Background: an optimization exercise with open tools, aiming at a short achievable clock period and few clock cycles per item. Do not read the settings as production practice. Only simulation tests tie the RTL to the original design; equivalence was not proved. No activity file was given, so power comes from the tool's default toggle rates.

==> run E: inputs <==
Design rv_core, start of the top module:
module rv_core (
    input  logic              clk,
    input  logic              reset,
    input  logic              instr_valid,
    input  rv_pkg::word_t     instr,
    output logic              instr_ready,
    output logic              res_valid,
    output rv_pkg::word_t     res_pc,
    output rv_pkg::reg_addr_t res_rd,
    output logic              res_we,
    output rv_pkg::word_t     res_data,
    output rv_pkg::word_t     res_next_pc,
    input  logic              res_ready
);
    localparam int FD  = 5;           
    localparam int CAP = FD + 1;      
    logic       rst_q;                
    logic       ready_q;
    logic [3:0] inflight_q;
    logic       accept;
    logic       take;
    logic [3:0] inflight_d;
    assign instr_ready = ready_q;
    assign accept      = instr_valid && ready_q;
    assign take        = res_valid && res_ready;
    assign inflight_d  = inflight_q + {3'b0, accept} - {3'b0, take};
    logic        iv, sv;
    logic [31:0] iq, sq;
    logic        stall;
    logic        sv_d;
    assign sv_d = stall ? (sv || accept) : (sv && accept);
    always_ff @(posedge clk) begin
        rst_q <= reset;
        if (reset) begin
            inflight_q <= '0;
            ready_q    <= 1'b1;
            iv         <= 1'b0;
            sv         <= 1'b0;
        end else begin
            inflight_q <= inflight_d;
            ready_q    <= (inflight_d < 4'(CAP)) && !sv_d;
            if (!stall) iv <= sv || accept;
            sv <= sv_d;
        end
        if (!stall) iq <= sv ? sq : instr;
        if (stall ? !sv : sv) sq <= instr;
    end
    logic [31:1][31:0] regs;          
    logic [63:0][31:0] mem;
    logic [31:0]       pc_q;          
    logic        ev;
    logic [31:0] e_a, e_b, e_alub, e_imm;
    logic        e_bypa, e_bypb, e_bypb_alu;
    logic [4:0]  e_rd;
    logic        e_writes, e_wen, e_store;
    logic        e_sub, e_sra;
  ...
clock: 12.0 ns
lec_check: 0
cap_margin: 20
core_margin: 2
core_utilization: 40
place_density: 0.55
slew_margin: 20
standard.sh (not shown) runs the stock make flow with config.mk's settings and CLKGATE_MAP_FILE= SYNTH_SCRIPT=/design/flow/synth_recipe.tcl, a recipe that flattens the netlist after the stock synthesis.
==> flow/flow/run.sh <==
#!/bin/bash
# Standard ORFS layout, with timing repair aiming at a setup slack margin
# well beyond the (loose) clock period so the resizer works the real paths.
set -euo pipefail
MARGIN=${MARGIN:-8}
bash standard.sh SETUP_SLACK_MARGIN=$MARGIN finish > orfs_make.log 2>&1
==> run Z: changes against run E <==
--- a/flow/design.v
+++ b/flow/design.v
@@ -304,51 +304,66 @@
     logic       take;
     logic [3:0] inflight_d;
     assign instr_ready = ready_q;
     assign accept      = instr_valid && ready_q;
     assign take        = res_valid && res_ready;
     assign inflight_d  = inflight_q + {3'b0, accept} - {3'b0, take};
     logic        iv, sv;
     logic [31:0] iq, sq;
+    logic [31:0] i_next;
+    logic [31:0] oh1, oh2;            
+    logic [31:0] iq_h, oh1_h, oh2_h;
+    logic [31:0] oh1_n, oh2_n;
     logic        stall;
     logic        sv_d;
-    assign sv_d = stall ? (sv || accept) : (sv && accept);
+    assign sv_d   = stall ? (sv || accept) : (sv && accept);
+    assign i_next = sv ? sq : instr;
+    assign oh1_n  = 32'd1 << i_next[19:15];
+    assign oh2_n  = 32'd1 << i_next[24:20];
     always_ff @(posedge clk) begin
         rst_q <= reset;
         if (reset) begin
             inflight_q <= '0;
             ready_q    <= 1'b1;
             iv         <= 1'b0;
             sv         <= 1'b0;
         end else begin
             inflight_q <= inflight_d;
             ready_q    <= (inflight_d < 4'(CAP)) && !sv_d;
             if (!stall) iv <= sv || accept;
             sv <= sv_d;
         end
-        if (!stall) iq <= sv ? sq : instr;
+        iq    <= stall ? iq_h  : i_next;
+        iq_h  <= stall ? iq    : i_next;
+        oh1   <= stall ? oh1_h : oh1_n;
+        oh1_h <= stall ? oh1   : oh1_n;
+        oh2   <= stall ? oh2_h : oh2_n;
+        oh2_h <= stall ? oh2   : oh2_n;
         if (stall ? !sv : sv) sq <= instr;
     end
-    logic [31:1][31:0] regs;          
+    logic [31:0][31:0] regs;          
     logic [63:0][31:0] mem;
     logic [31:0]       pc_q;          
     logic        ev;
     logic [31:0] e_a, e_b, e_alub, e_imm;
     logic        e_bypa, e_bypb, e_bypb_alu;
+    logic        e_bypa_sh, e_bypb_sh;     
+    logic [4:0]  e_shamt;
+    logic [5:0]  e_laddr;                
     logic [4:0]  e_rd;
     logic        e_writes, e_wen, e_store;
     logic        e_sub, e_sra;
     logic        s_sum, s_sll, s_sr, s_slt, s_sltu, s_xor, s_or, s_and, s_mem, s_link, s_imm;
     logic        t_eq, t_ne, t_lt, t_ge, t_ltu, t_geu;
     logic        e_jal, e_jalr;
     logic        wv;
     logic        w_we, w_wen;
     logic [4:0]  w_rd;
-    logic [31:0] w_res, w_pc, w_next;
+    logic [31:0] w_res, w_next;
     logic [6:0] d_op;
     logic [4:0] d_rd, d_rs1, d_rs2;
     logic [2:0] d_f3;
     logic       d_alt;
     logic       d_is_op, d_is_opimm, d_is_load, d_is_store, d_is_br, d_is_jal, d_is_jalr, d_is_lui;
     logic       d_writes, d_alusrc;
     logic [31:0] d_immi, d_imms, d_immb, d_immj, d_immu, d_imm;
     logic [31:0] d_ra, d_rb;
@@ -376,40 +391,50 @@
     always_comb begin
         if (d_is_store)    d_imm = d_imms;
         else if (d_is_br)  d_imm = d_immb;
         else if (d_is_jal) d_imm = d_immj;
         else if (d_is_lui) d_imm = d_immu;
         else               d_imm = d_immi;
     end
     always_comb begin
+        d_ra = '0;
+        d_rb = '0;
+        for (int i = 1; i < 32; i++) begin
+            d_ra = d_ra | ({32{oh1[i]}} & regs[i]);
+            d_rb = d_rb | ({32{oh2[i]}} & regs[i]);
+        end
         if (wv && w_wen && (w_rd == d_rs1)) d_ra = w_res;
-        else if (d_rs1 == 5'd0)             d_ra = '0;
-        else                                d_ra = regs[d_rs1];
         if (wv && w_wen && (w_rd == d_rs2)) d_rb = w_res;
-        else if (d_rs2 == 5'd0)             d_rb = '0;
-        else                                d_rb = regs[d_rs2];
     end
     logic d_bypa, d_bypb;
     assign d_bypa = ev && e_wen && (e_rd == d_rs1);
     assign d_bypb = ev && e_wen && (e_rd == d_rs2);
-    assign stall  = iv && ((d_bypa && (d_is_br || d_is_load || d_is_store || d_is_jalr))
-                        || (d_bypb && d_is_br));
+    logic d_brlt;    
+    assign d_brlt = d_is_br && d_f3[2];
+    assign stall  = iv && ((d_bypa && (d_brlt || d_is_load || d_is_jalr))
+                        || (d_bypb && d_brlt));
+    logic [7:0] d_laddr;
+    assign d_laddr = d_ra[7:0] + d_immi[7:0];
     logic d_opf;     
     assign d_opf = d_is_op | d_is_opimm;
     always_ff @(posedge clk) begin
         if (reset) ev <= 1'b0;
         else       ev <= iv && !stall;
         e_a        <= d_ra;
         e_b        <= d_rb;
         e_alub     <= d_alusrc ? d_immi : d_rb;
         e_imm      <= d_imm;
         e_bypa     <= d_bypa;
         e_bypb     <= d_bypb;
         e_bypb_alu <= d_bypb && !d_alusrc;
+        e_bypa_sh  <= d_bypa && d_opf && (d_f3[1:0] == 2'b01);
+        e_bypb_sh  <= d_bypb && d_is_op;
+        e_shamt    <= d_is_op ? d_rb[4:0] : d_immi[4:0];
+        e_laddr    <= d_laddr[7:2];
         e_rd       <= d_rd;
         e_writes   <= d_writes;
         e_wen      <= d_writes && (d_rd != 5'd0);
         e_store    <= d_is_store;
         e_jal      <= d_is_jal;
         e_jalr     <= d_is_jalr;
         e_sub      <= d_is_op && (d_f3 == 3'd0) && d_alt;
         e_sra      <= d_alt;
@@ -433,30 +458,34 @@
     end
     logic [31:0] a, alub, bval;
     assign a    = e_bypa     ? w_res : e_a;
     assign alub = e_bypb_alu ? w_res : e_alub;
     assign bval = e_bypb     ? w_res : e_b;
     logic [31:0] sum, sll_r, sr_r;
     logic        lt, ltu;
     assign sum   = e_sub ? (a - alub) : (a + alub);
-    assign sll_r = a << alub[4:0];
-    assign sr_r  = 32'($signed({e_sra & a[31], a}) >>> alub[4:0]);
+    logic [31:0] a_sh;
+    logic [4:0]  shamt;
+    assign a_sh  = e_bypa_sh ? w_res : e_a;
+    assign shamt = e_bypb_sh ? w_res[4:0] : e_shamt;
+    assign sll_r = a_sh << shamt;
+    assign sr_r  = 32'($signed({e_sra & a_sh[31], a_sh}) >>> shamt);
     assign lt    = ($signed(a) < $signed(alub));
     assign ltu   = (a < alub);
     logic        beq, blt, bltu;
-    assign beq  = (e_a == e_b);
+    assign beq  = (a == bval);
     assign blt  = ($signed(e_a) < $signed(e_b));
     assign bltu = (e_a < e_b);
-    logic [7:0]  maddr_full;
-    logic [5:0]  maddr;
+    logic [7:0]  saddr_full;
+    logic [5:0]  saddr;
     logic [31:0] mrd;
-    assign maddr_full = e_a[7:0] + e_imm[7:0];
-    assign maddr      = maddr_full[7:2];
-    assign mrd        = mem[maddr];
+    assign saddr_full = a[7:0] + e_imm[7:0];
+    assign saddr      = saddr_full[7:2];
+    assign mrd        = mem[e_laddr];
     logic [31:0] pc4, pcimm, jtarget;
     assign pc4     = pc_q + 32'd4;
     assign pcimm   = pc_q + e_imm;
     assign jtarget = e_a + e_imm;
     logic [31:0] result;
     assign result = ({32{s_sum}}  & sum)
                   | ({32{s_sll}}  & sll_r)
                   | ({32{s_sr}}   & sr_r)
@@ -479,63 +508,75 @@
     end
     always_ff @(posedge clk) begin
         if (reset) wv <= 1'b0;
         else       wv <= ev;
         w_we   <= e_writes;
         w_wen  <= e_wen;
         w_rd   <= e_rd;
         w_res  <= result;
-        w_pc   <= pc_q;
         w_next <= next_pc;
         if (rst_q)   pc_q <= '0;
         else if (ev) pc_q <= next_pc;
     end
     always_ff @(posedge clk) begin
         for (int i = 0; i < 64; i++) begin
             if (rst_q)                                  mem[i] <= '0;
-            else if (ev && e_store && (maddr == 6'(i))) mem[i] <= bval;
+            else if (ev && e_store && (saddr == 6'(i))) mem[i] <= bval;
         end
     end
+    assign regs[0] = '0;
     always_ff @(posedge clk) begin
         for (int i = 1; i < 32; i++) begin
             if (rst_q)                                     regs[i] <= '0;
             else if (wv && w_wen && (w_rd == 5'(i)))       regs[i] <= w_res;
         end
     end
-    localparam int RW = 102;
+    localparam int RW = 70;
     logic [RW-1:0]      w_rec;
     logic [RW-1:0]      out_q;
+    logic [31:0]        out_pc;
+    logic [RW-1:0]      out_q_h;
+    logic [31:0]        out_pc_h;
     logic [FD-1:0][RW-1:0] fifo;
     logic [RW-1:0]      fifo_head;
     logic [2:0]         rp, wp;
     logic [2:0]         fc;
     logic               out_free;
     logic               out_load;
-    assign w_rec     = {w_pc, w_rd, w_we, w_res, w_next};
+    logic [RW-1:0]      out_next;
+    assign w_rec     = {w_rd, w_we, w_res, w_next};
     assign out_free  = !res_valid || res_ready;
     assign fifo_head = fifo[rp];
     assign out_load  = out_free && ((fc != 3'd0) || wv);
+    assign out_next  = (fc != 3'd0) ? fifo_head : w_rec;
     always_ff @(posedge clk) begin
         for (int i = 0; i < FD; i++) begin
             if (wv && (wp == 3'(i))) fifo[i] <= w_rec;
         end
-        if (out_free) out_q <= (fc != 3'd0) ? fifo_head : w_rec;
+        out_pc   <= out_load ? out_q[31:0] : out_pc_h;
+        out_pc_h <= out_load ? out_q[31:0] : out_pc;
+        out_q    <= out_load ? out_next : out_q_h;
+        out_q_h  <= out_load ? out_next : out_q;
+        if (rst_q) begin
+            out_q[31:0]   <= '0;
+            out_q_h[31:0] <= '0;
+        end
     end
     always_ff @(posedge clk) begin
         if (reset) begin
             res_valid <= 1'b0;
             rp <= '0;
             wp <= '0;
             fc <= '0;
         end else begin
-            if (out_free) res_valid <= (fc != 3'd0) || wv;
+            res_valid <= (out_free && ((fc != 3'd0) || wv)) || (!out_free && res_valid);
             if (wv) wp <= (wp == 3'(FD - 1)) ? 3'd0 : wp + 3'd1;
             if (out_load) rp <= (rp == 3'(FD - 1)) ? 3'd0 : rp + 3'd1;
             fc <= fc + {2'b0, wv} - {2'b0, out_load};
         end
     end
-    assign res_pc      = out_q[101:70];
+    assign res_pc      = out_pc;
     assign res_rd      = out_q[69:65];
     assign res_we      = out_q[64];
     assign res_data    = out_q[63:32];
     assign res_next_pc = out_q[31:0];
 endmodule
==> run M: changes against run E <==
--- a/flow/design.v
+++ b/flow/design.v
@@ -290,57 +290,53 @@
     output logic              res_valid,
     output rv_pkg::word_t     res_pc,
     output rv_pkg::reg_addr_t res_rd,
     output logic              res_we,
     output rv_pkg::word_t     res_data,
     output rv_pkg::word_t     res_next_pc,
     input  logic              res_ready
 );
-    localparam int FD  = 5;           
+    localparam int FD  = 4;           
     localparam int CAP = FD + 1;      
     logic       rst_q;                
     logic       ready_q;
     logic [3:0] inflight_q;
     logic       accept;
     logic       take;
     logic [3:0] inflight_d;
     assign instr_ready = ready_q;
     assign accept      = instr_valid && ready_q;
     assign take        = res_valid && res_ready;
     assign inflight_d  = inflight_q + {3'b0, accept} - {3'b0, take};
-    logic        iv, sv;
-    logic [31:0] iq, sq;
-    logic        stall;
-    logic        sv_d;
-    assign sv_d = stall ? (sv || accept) : (sv && accept);
     always_ff @(posedge clk) begin
         rst_q <= reset;
         if (reset) begin
             inflight_q <= '0;
             ready_q    <= 1'b1;
-            iv         <= 1'b0;
-            sv         <= 1'b0;
         end else begin
             inflight_q <= inflight_d;
-            ready_q    <= (inflight_d < 4'(CAP)) && !sv_d;
-            if (!stall) iv <= sv || accept;
-            sv <= sv_d;
+            ready_q    <= (inflight_d < 4'(CAP));
         end
-        if (!stall) iq <= sv ? sq : instr;
-        if (stall ? !sv : sv) sq <= instr;
+    end
+    logic        iv;
+    logic [31:0] iq;
+    always_ff @(posedge clk) begin
+        iq <= instr;
+        if (reset) iv <= 1'b0;
+        else       iv <= accept;
     end
     logic [31:1][31:0] regs;          
     logic [63:0][31:0] mem;
     logic [31:0]       pc_q;          
     logic        ev;
     logic [31:0] e_a, e_b, e_alub, e_imm;
     logic        e_bypa, e_bypb, e_bypb_alu;
     logic [4:0]  e_rd;
-    logic        e_writes, e_wen, e_store;
+    logic        e_writes, e_wen, e_store, e_load;
     logic        e_sub, e_sra;
     logic        s_sum, s_sll, s_sr, s_slt, s_sltu, s_xor, s_or, s_and, s_mem, s_link, s_imm;
     logic        t_eq, t_ne, t_lt, t_ge, t_ltu, t_geu;
     logic        e_jal, e_jalr;
     logic        wv;
     logic        w_we, w_wen;
     logic [4:0]  w_rd;
     logic [31:0] w_res, w_pc, w_next;
@@ -362,17 +358,17 @@
     assign d_is_opimm = (d_op == 7'b0010011);
     assign d_is_load  = (d_op == 7'b0000011);
     assign d_is_store = (d_op == 7'b0100011);
     assign d_is_br    = (d_op == 7'b1100011);
     assign d_is_jal   = (d_op == 7'b1101111);
     assign d_is_jalr  = (d_op == 7'b1100111);
     assign d_is_lui   = (d_op == 7'b0110111);
     assign d_writes = d_is_op | d_is_opimm | d_is_load | d_is_jal | d_is_jalr | d_is_lui;
-    assign d_alusrc = d_is_opimm;
+    assign d_alusrc = d_is_opimm | d_is_jalr;
     assign d_immi = {{20{iq[31]}}, iq[31:20]};
     assign d_imms = {{20{iq[31]}}, iq[31:25], iq[11:7]};
     assign d_immb = {{20{iq[31]}}, iq[7], iq[30:25], iq[11:8], 1'b0};
     assign d_immj = {{12{iq[31]}}, iq[19:12], iq[20], iq[30:21], 1'b0};
     assign d_immu = {iq[31:12], 12'b0};
     always_comb begin
         if (d_is_store)    d_imm = d_imms;
         else if (d_is_br)  d_imm = d_immb;
@@ -386,34 +382,33 @@
         else                                d_ra = regs[d_rs1];
         if (wv && w_wen && (w_rd == d_rs2)) d_rb = w_res;
         else if (d_rs2 == 5'd0)             d_rb = '0;
         else                                d_rb = regs[d_rs2];
     end
     logic d_bypa, d_bypb;
     assign d_bypa = ev && e_wen && (e_rd == d_rs1);
     assign d_bypb = ev && e_wen && (e_rd == d_rs2);
-    assign stall  = iv && ((d_bypa && (d_is_br || d_is_load || d_is_store || d_is_jalr))
-                        || (d_bypb && d_is_br));
     logic d_opf;     
     assign d_opf = d_is_op | d_is_opimm;
     always_ff @(posedge clk) begin
         if (reset) ev <= 1'b0;
-        else       ev <= iv && !stall;
+        else       ev <= iv;
         e_a        <= d_ra;
         e_b        <= d_rb;
         e_alub     <= d_alusrc ? d_immi : d_rb;
         e_imm      <= d_imm;
         e_bypa     <= d_bypa;
         e_bypb     <= d_bypb;
         e_bypb_alu <= d_bypb && !d_alusrc;
         e_rd       <= d_rd;
         e_writes   <= d_writes;
         e_wen      <= d_writes && (d_rd != 5'd0);
         e_store    <= d_is_store;
+        e_load     <= d_is_load;
         e_jal      <= d_is_jal;
         e_jalr     <= d_is_jalr;
         e_sub      <= d_is_op && (d_f3 == 3'd0) && d_alt;
         e_sra      <= d_alt;
         s_sum      <= d_opf && (d_f3 == 3'd0);
         s_sll      <= d_opf && (d_f3 == 3'd1);
         s_slt      <= d_opf && (d_f3 == 3'd2);
         s_sltu     <= d_opf && (d_f3 == 3'd3);
@@ -431,55 +426,51 @@
         t_ltu      <= d_is_br && (d_f3 == 3'd6);
         t_geu      <= d_is_br && (d_f3 == 3'd7);
     end
     logic [31:0] a, alub, bval;
     assign a    = e_bypa     ? w_res : e_a;
     assign alub = e_bypb_alu ? w_res : e_alub;
     assign bval = e_bypb     ? w_res : e_b;
     logic [31:0] sum, sll_r, sr_r;
-    logic        lt, ltu;
+    logic        eq, lt, ltu;
     assign sum   = e_sub ? (a - alub) : (a + alub);
     assign sll_r = a << alub[4:0];
     assign sr_r  = 32'($signed({e_sra & a[31], a}) >>> alub[4:0]);
+    assign eq    = (a == alub);
     assign lt    = ($signed(a) < $signed(alub));
     assign ltu   = (a < alub);
-    logic        beq, blt, bltu;
-    assign beq  = (e_a == e_b);
-    assign blt  = ($signed(e_a) < $signed(e_b));
-    assign bltu = (e_a < e_b);
     logic [7:0]  maddr_full;
     logic [5:0]  maddr;
     logic [31:0] mrd;
-    assign maddr_full = e_a[7:0] + e_imm[7:0];
+    assign maddr_full = a[7:0] + e_imm[7:0];
     assign maddr      = maddr_full[7:2];
     assign mrd        = mem[maddr];
-    logic [31:0] pc4, pcimm, jtarget;
-    assign pc4     = pc_q + 32'd4;
-    assign pcimm   = pc_q + e_imm;
-    assign jtarget = e_a + e_imm;
+    logic [31:0] pc4, pcimm;
+    assign pc4   = pc_q + 32'd4;
+    assign pcimm = pc_q + e_imm;
     logic [31:0] result;
     assign result = ({32{s_sum}}  & sum)
                   | ({32{s_sll}}  & sll_r)
                   | ({32{s_sr}}   & sr_r)
                   | ({32{s_slt}}  & {31'b0, lt})
                   | ({32{s_sltu}} & {31'b0, ltu})
                   | ({32{s_xor}}  & (a ^ alub))
                   | ({32{s_or}}   & (a | alub))
                   | ({32{s_and}}  & (a & alub))
                   | ({32{s_mem}}  & mrd)
                   | ({32{s_link}} & pc4)
                   | ({32{s_imm}}  & e_imm);
     logic taken;
-    assign taken = (t_eq & beq) | (t_ne & ~beq) | (t_lt & blt) | (t_ge & ~blt)
-                 | (t_ltu & bltu) | (t_geu & ~bltu);
+    assign taken = (t_eq & eq) | (t_ne & ~eq) | (t_lt & lt) | (t_ge & ~lt)
+                 | (t_ltu & ltu) | (t_geu & ~ltu);
     logic [31:0] next_pc;
     always_comb begin
         if (e_jal || taken) next_pc = pcimm;
-        else if (e_jalr)    next_pc = {jtarget[31:1], 1'b0};
+        else if (e_jalr)    next_pc = {sum[31:1], 1'b0};
         else                next_pc = pc4;
     end
     always_ff @(posedge clk) begin
         if (reset) wv <= 1'b0;
         else       wv <= ev;
         w_we   <= e_writes;
         w_wen  <= e_wen;
         w_rd   <= e_rd;
@@ -501,41 +492,41 @@
             else if (wv && w_wen && (w_rd == 5'(i)))       regs[i] <= w_res;
         end
     end
     localparam int RW = 102;
     logic [RW-1:0]      w_rec;
     logic [RW-1:0]      out_q;
     logic [FD-1:0][RW-1:0] fifo;
     logic [RW-1:0]      fifo_head;
-    logic [2:0]         rp, wp;
+    logic [1:0]         rp, wp;
     logic [2:0]         fc;
     logic               out_free;
-    logic               out_load;
+    logic               fpush;
     assign w_rec     = {w_pc, w_rd, w_we, w_res, w_next};
     assign out_free  = !res_valid || res_ready;
     assign fifo_head = fifo[rp];
-    assign out_load  = out_free && ((fc != 3'd0) || wv);
+    assign fpush     = wv && !(out_free && (fc == 3'd0));
     always_ff @(posedge clk) begin
         for (int i = 0; i < FD; i++) begin
-            if (wv && (wp == 3'(i))) fifo[i] <= w_rec;
+            if (fpush && (wp == 2'(i))) fifo[i] <= w_rec;
         end
         if (out_free) out_q <= (fc != 3'd0) ? fifo_head : w_rec;
     end
     always_ff @(posedge clk) begin
         if (reset) begin
             res_valid <= 1'b0;
             rp <= '0;
             wp <= '0;
             fc <= '0;
         end else begin
             if (out_free) res_valid <= (fc != 3'd0) || wv;
-            if (wv) wp <= (wp == 3'(FD - 1)) ? 3'd0 : wp + 3'd1;
-            if (out_load) rp <= (rp == 3'(FD - 1)) ? 3'd0 : rp + 3'd1;
-            fc <= fc + {2'b0, wv} - {2'b0, out_load};
+            if (fpush) wp <= wp + 2'd1;
+            if (out_free && (fc != 3'd0)) rp <= rp + 2'd1;
+            fc <= fc + {2'b0, fpush} - {2'b0, out_free && (fc != 3'd0)};
         end
     end
     assign res_pc      = out_q[101:70];
     assign res_rd      = out_q[69:65];
     assign res_we      = out_q[64];
     assign res_data    = out_q[63:32];
     assign res_next_pc = out_q[31:0];
 endmodule
==> flow/run.sh (new file) <==
#!/bin/bash
# synth_recipe.tcl (not shown) runs the flow's synth.tcl, then flattens the netlist and writes it again
# the make line also repeats each setting of config.mk as NAME=value (left out here)
make -C /OpenROAD-flow-scripts/flow DESIGN_CONFIG=/design/flow/config.mk WORK_HOME=/design/flow/orfs CLKGATE_MAP_FILE= SYNTH_SCRIPT=/design/flow/synth_recipe.tcl finish
==> flow/config.mk (replaced) <==
export PLATFORM = sky130hd
export DESIGN_NAME = rv_core
export DESIGN_NICKNAME = rv_core
export VERILOG_FILES = /design/flow/design.v
export SDC_FILE = /design/flow/constraint.sdc
export NUM_CORES = 4
export LEC_CHECK = 0
export CAP_MARGIN = 20
export CORE_MARGIN = 2
export CORE_UTILIZATION = 55
export PLACE_DENSITY = 0.65
export SLEW_MARGIN = 20
removed: flow/flow/run.sh
removed: flow/standard.sh
==> qor summary <==
| item | run E | run Z | run M |
|---|---|---|---|
| Outcome | timing/DRC/antenna clean | did not finish | timing/DRC/antenna clean |
| Failing step | - | final report | - |
| Maximum number of pins on one net before global-route repair | 225 | 208 | 243 |
| Area of the core | 0.456 mm2 | - | 0.314 mm2 |
| Height of the chip | 681 um | 674 um | 565 um |
| Post-route clock period utilization | 34.9% | - | 58.0% |
| Reg2reg path depth | 12 | - | 15 |
| Wire length reported by the detailed router | 718000 um | 797000 um | 642000 um |
| Post-Place Worst Slack | 5.87 ns | 6.45 ns | 5.36 ns |
| Multiplexer share of the synthesized area | 16.9% | 11.1% | 11.1% |
| Required time worst endpoint | 12.82 ns | - | 12.92 ns |
| Register-to-Register Setup Slack | 7.81 ns | - | 5.04 ns |
| Met1 Usage GRT | 40.1% | 43.3% | 53.7% |
| Num CTS Buffers | 419 | 436 | 406 |
| Hold slack final | 0.328 ns | - | 0.380 ns |
| Flop and latch count out of synthesis | 4031 | 4110 | 3894 |
| Peak VDD IR | 0.154 mV | - | 0.193 mV |
| Count of buffering cells on the critical path with inverters included | 4 | - | 4 |
| Routability-driven placement congestion ratio | 0.996 | 1.01 | 1.08 |
| Net switching share of the total power | 25.5% | - | 29.3% |
| Number of fill cells | 42300 | - | 26600 |
| Iteration-0 DRC count of the detailed router | 17900 | 26200 | 20000 |
Testbench counts of run E, summed over its fixed seeds: cycles 32,796, items 32,000.
Testbench counts of run Z, summed over its fixed seeds: cycles 32,452, items 32,000.
Testbench counts of run M, summed over its fixed seeds: cycles 32,032, items 32,000.

[re-timing with driven ports]
The flow's constraints put no driver on any port. The routed layouts listed below were extracted and timed again, unchanged, in two steps. Step 1 (the two cells are an assumption about what drives the block):
set clk [get_ports {clk}]
set_driving_cell -lib_cell sky130_fd_sc_hd__clkbuf_16 $clk
set_driving_cell -lib_cell sky130_fd_sc_hd__buf_2 [delete_from_list [all_inputs] $clk]
Step 2 also shifts input and output timing later by t, the mid clock arrival at the registers, as if the neighbouring blocks saw the same clock. Three values: ideal, step 1, step 2; two values: the first two.
run	t (ns)	slack for setup (ns)	worst setup path at the end	worst register clock-pin slew, ns
run E	1.155	7.814 / 7.756 / 7.050	input to register	0.07 / 0.07
run M	1.079	5.039 / 5.039 / 5.039	register to register	0.07 / 0.07
After both steps setup and hold are still met in every run listed. The setup slack of run E, which loses most, moves by -0.058 ns with the drivers and by -0.764 ns with both steps.
